What follows belongs to an exercise in optimizing a design on an open flow for small area; a production flow would make more cautious choices.
Only simulation tests tie the RTL to the original design; equivalence was not proved.
No driver is modelled on the clock port, so clocking that relies on it looks cheaper here than on a real chip.
No activity file was given, so power comes from the tool's default toggle rates.

==> trial 6: inputs <==
==> flow/design.v <==
package pq_pkg;
    typedef enum logic [1:0] {
        IDLE = 2'b00,
        INS  = 2'b01,
        REM  = 2'b10
    } ctrl_state_t;
endpackage
`timescale 1ns/100ps
module value_router (
    input  logic [32-1:0] slot_key,
    input  logic [32-1:0] carry_n,
    input  logic                  compare_en,
    input  logic                  force_swap,
    output logic                  swap
);
    localparam int HALF = 32 / 2;
    logic ge_lo, ge_hi0, ge_hi1, ge;
    always_comb begin
        ge_lo  = 1'b1;
        ge_hi0 = 1'b0;
        ge_hi1 = 1'b1;
        for (int i = 0; i < HALF; i++) begin
            ge_lo = (slot_key[i] & carry_n[i]) | (ge_lo & (slot_key[i] | carry_n[i]));
        end
        for (int i = HALF; i < 32; i++) begin
            ge_hi0 = (slot_key[i] & carry_n[i]) | (ge_hi0 & (slot_key[i] | carry_n[i]));
            ge_hi1 = (slot_key[i] & carry_n[i]) | (ge_hi1 & (slot_key[i] | carry_n[i]));
        end
        ge = ge_lo ? ge_hi1 : ge_hi0;
    end
    assign swap = force_swap | (compare_en & ~ge);
endmodule
`timescale 1ns/100ps
module queue_bram (
    input  logic                  clk,
    input  logic                  load,
    input  logic [32-1:0] load_data,
    input  logic                  swap,
    output logic [32-1:0] head,
    output logic [32-1:0] carry_n
);
    localparam int RING = 16 - 1;
    logic [32-1:0] ring [RING];
    logic [32-1:0] carry;
    assign head  = ring[0];
    assign carry = ~carry_n;
    always_ff @(posedge clk) begin
        for (int i = 0; i < RING - 1; i++) ring[i] <= ring[i+1];
        ring[RING-1] <= swap ? carry : ring[0];
    end
    logic sel_load, sel_swap, sel_hold;
    assign sel_load = load;
    assign sel_swap = swap;
    assign sel_hold = ~(swap | load);
    always_ff @(posedge clk) begin
        carry_n <= ~(({32{sel_load}} & load_data)
                   | ({32{sel_swap}} & ring[0])
                   | ({32{sel_hold}} & carry));
    end
endmodule
`timescale 1ns/100ps
module queue_controller (
    input  logic       clk,
    input  logic       reset,
    input  logic       insert,
    input  logic       remove,
    output logic       load,
    output logic       compare_en,
    output logic       force_swap,
    output logic       busy,
    output logic       full,
    output logic       empty,
    output logic       data_valid
);
    localparam logic [3:0] S0   = 4'b0001;
    localparam logic [3:0] S14  = 4'b1000;
    localparam logic [3:0] ZERO = 4'b0000;
    logic       st_ins;
    logic       st_alt;
    logic [3:0] ofs;
    logic [3:0] cnt;
    logic       cnt_full;
    logic idle, ins_wait, ins_run, rem;
    logic start_ins, acc_rem, at_head, at_last, at_cnt, active, done;
    logic cnt_last, cnt_zero;
    assign idle     = !st_ins && !st_alt;
    assign ins_wait = st_ins && !st_alt;
    assign ins_run  = st_ins && st_alt;
    assign rem      = !st_ins && st_alt;
    assign full     = cnt_full;
    assign empty    = (cnt == S0);
    assign busy     = !idle;
    assign at_head  = (ofs == S0);
    assign at_last  = (ofs == S14);
    assign at_cnt   = (ofs == cnt);
    assign cnt_last = (cnt == S14);
    assign cnt_zero = (cnt == ZERO);
    assign load     = idle && !full;
    assign start_ins = load && insert;
    assign acc_rem  = idle && remove && !insert && !empty;
    assign data_valid = rem && at_head;
    assign active     = ins_run || (ins_wait && at_head);
    assign done       = active && (at_cnt || at_last);
    assign compare_en = active;
    assign force_swap = (active && at_cnt) || (data_valid && full);
    always_ff @(posedge clk) begin
        if (reset) begin
            st_ins   <= 1'b0;
            st_alt   <= 1'b0;
            ofs      <= S0;
            cnt      <= S0;
            cnt_full <= 1'b0;
        end else begin
            st_ins <= start_ins || (st_ins && !done);
            st_alt <= acc_rem || (rem && !data_valid) || (active && !done);
            ofs <= data_valid ? S0 : {ofs[2:0], ofs[3] ^ ofs[2]};
            if (done) begin
                cnt <= {cnt[2:0], (cnt[3] ^ cnt[2]) && !cnt_last};
                if (cnt_zero) cnt_full <= 1'b1;
            end else if (data_valid) begin
                if (cnt_full) cnt_full <= 1'b0;
                else          cnt <= {(cnt[0] ^ cnt[3]) || cnt_zero, cnt[3:1]};
            end
        end
    end
endmodule
`timescale 1ns/100ps
module priority_queue_top (
    input  logic                  clk,
    input  logic                  reset,
    input  logic                  insert,
    input  logic [32-1:0] insert_data,
    input  logic                  remove,
    output logic                  busy,
    output logic                  full,
    output logic                  empty,
    output logic [32-1:0] data_out,
    output logic                  data_valid
);
    logic                  load;
    logic                  compare_en;
    logic                  force_swap;
    logic                  swap;
    logic [32-1:0] head;
    logic [32-1:0] carry_n;
    queue_controller u_ctrl (
        .clk        (clk),
        .reset      (reset),
        .insert     (insert),
        .remove     (remove),
        .load       (load),
        .compare_en (compare_en),
        .force_swap (force_swap),
        .busy       (busy),
        .full       (full),
        .empty      (empty),
        .data_valid (data_valid)
    );
    value_router u_router (
        .slot_key   (head),
        .carry_n    (carry_n),
        .compare_en (compare_en),
        .force_swap (force_swap),
        .swap       (swap)
    );
    queue_bram u_bram (
        .clk       (clk),
        .load      (load),
        .load_data (insert_data),
        .swap      (swap),
        .head      (head),
        .carry_n   (carry_n)
    );
    assign data_out = head;
endmodule
==> flow/flow/run.sh <==
#!/bin/bash
# Standard layout with four changes: synthesis maps the logic with an
# area-oriented ABC script, the port buffers use the smallest buffer cell,
# the clock tree uses small clkbuf_4 leaves without dummy loads, and cells
# with slack to spare are sized down after placement.
set -euo pipefail
here=$(pwd)
# ORFS scripts as shipped, but with ABC's mapping script replaced
cp -r "$FLOW_HOME/scripts" "$here/orfs_scripts"
cp "$here/flow/abc_area.script" "$here/orfs_scripts/abc_speed.script"
export SCRIPTS_DIR="$here/orfs_scripts"
export BUFFER_PORTS_ARGS="-buffer_cell sky130_fd_sc_hd__buf_1"
export CTS_ARGS="-sink_clustering_enable -repair_clock_nets -sink_clustering_size 11 -sink_clustering_max_diameter 40 -buf_list sky130_fd_sc_hd__clkbuf_4 -dont_use_dummy_load"
export POST_RESIZE_TCL="$here/flow/downsize.tcl"
bash standard.sh > standard.log 2>&1
==> flow/flow/abc_area.script <==
strash
dc2
&get -n
&dch -f
&nf -a -R 1000
&put
topo
stime -c
==> flow/flow/downsize.tcl <==
# Size down cells that have slack to spare
log_cmd repair_timing -recover_power 100
==> flow/standard.sh <==
#!/bin/bash
# synth_recipe.tcl (not shown) runs the flow's synth.tcl, then flattens the netlist and writes it again
# the make line also repeats each setting of config.mk as NAME=value (left out here)
make -C /OpenROAD-flow-scripts/flow DESIGN_CONFIG=/design/flow/config.mk WORK_HOME=/design/flow/orfs CLKGATE_MAP_FILE= SYNTH_SCRIPT=/design/flow/synth_recipe.tcl "${@:-finish}"
==> flow/config.mk <==
export PLATFORM = sky130hd
export DESIGN_NAME = priority_queue_top
export DESIGN_NICKNAME = priority_queue_top
export VERILOG_FILES = /design/flow/design.v
export SDC_FILE = /design/flow/constraint.sdc
export NUM_CORES = 4
export LEC_CHECK = 0
export CAP_MARGIN = 20
export CORE_MARGIN = 2
export CORE_UTILIZATION = 70
export PLACE_DENSITY = 0.8
export SLEW_MARGIN = 20
==> flow/constraint.sdc <==
create_clock -name core_clock -period 6.0 [get_ports {clk}]
set_input_delay 1.2000 -clock core_clock [delete_from_list [all_inputs] [get_ports {clk}]]
set_output_delay 1.2000 -clock core_clock [all_outputs]
set_load 0.01 [all_outputs]
==> trial 58 (differences from trial 6) <==
==> flow/flow/run.sh (replaced) <==
#!/bin/bash
# Standard layout with four changes: synthesis maps the logic with an
# area-oriented ABC script, the port buffers use the smallest buffer cell,
# the clock tree uses small clkbuf_4 leaves without dummy loads (upsized
# where a leaf's flip-flops would see a slow clock edge), and cells
# with slack to spare are sized down after placement.
set -euo pipefail
here=$(pwd)
# ORFS scripts as shipped, but with ABC's mapping script replaced
cp -r "$FLOW_HOME/scripts" "$here/orfs_scripts"
cp "$here/flow/abc_area.script" "$here/orfs_scripts/abc_speed.script"
export SCRIPTS_DIR="$here/orfs_scripts"
export BUFFER_PORTS_ARGS="-buffer_cell sky130_fd_sc_hd__buf_1"
export CTS_ARGS="-sink_clustering_enable -repair_clock_nets -sink_clustering_size 12 -sink_clustering_max_diameter 35 -buf_list sky130_fd_sc_hd__clkbuf_4 -dont_use_dummy_load"
export POST_RESIZE_TCL="$here/flow/downsize.tcl"
export POST_CTS_TCL="$here/flow/clock_fix.tcl"
bash standard.sh > standard.log 2>&1
==> flow/flow/clock_fix.tcl (new file) <==
estimate_parasitics -placement
set fixed 0
foreach inst [get_cells clkbuf_*] {
  if {[get_property $inst ref_name] ne "sky130_fd_sc_hd__clkbuf_4"} { continue }
  set worst 0
  foreach pin [get_pins -of_objects $inst -filter "direction==output"] {
    foreach load [get_pins -of_objects [get_nets -of_objects $pin] -filter "direction==input"] {
      set s [get_property $load slew_max]
      if {$s > $worst} { set worst $s }
    }
  }
  if {$worst > 0.110} {
    replace_cell $inst sky130_fd_sc_hd__clkbuf_8
    incr fixed
  }
}
puts "clock_fix: upsized $fixed clock buffers"
if {$fixed > 0} {
  detailed_placement
  check_placement -verbose
  estimate_parasitics -placement
}
==> run notes <==
item	trial 58	trial 6
Status	no timing/DRC/antenna violations	no timing/DRC/antenna violations
Area added between synthesis and finish	9.42%	8.50%
Number of design-rule violations left by the first detailed-router iteration	461	486
Minimum setup slack in the final design	1.19 ns	1.37 ns
Via count of the first global-routing pass	5871	5841
Area of all placed cells without fillers	12900 um2	12800 um2
Sequential Power Share	0.717	0.736
Slowest library cell on the worst path	sky130_fd_sc_hd__a221oi_1	sky130_fd_sc_hd__dfxtp_1
Launch point of the worst hold path	u_bram.ring[8][26]$_DFF_P_	u_bram.ring[5][13]$_DFF_P_
Total number of vias	5803	5790
FF-to-FF End	u_bram.carry_n[0]$_DFF_P_	u_bram.carry_n[6]$_DFF_P_
Number of antenna violations at the first check in global routing	0	1
Antenna fix cells	0	1
Mean number of vias per cell	5.25	5.23

==> port drivers added, routing unchanged <==
In the flow no input, the clock included, has a driving cell. The finished layouts below were timed again as built, in two steps.
Step 1 sets driving cells, clkbuf_16 on the clock port and buf_2 on the other inputs (assumed; they add their load-dependent delay and slew).
Step 2 adds t to the input delays and takes it off the output delays; t is the mean of the earliest and latest rising clock arrival at the registers after step 1. Input paths then give back, and output paths get back, about the clock's delay inside the block.
a / b / c = ideal / step 1 / step 2; a / b = the first two.
run | t (ns) | setup slack, ns | worst setup path after step 2 | worst register clock-pin slew, ns
trial 6 | 0.700 | 1.371 / 1.371 / 1.371 | register to register | 0.11 / 0.11
trial 58 | 0.638 | 1.192 / 1.192 / 1.192 | register to register | 0.12 / 0.12
After both steps every run listed still meets setup and hold.
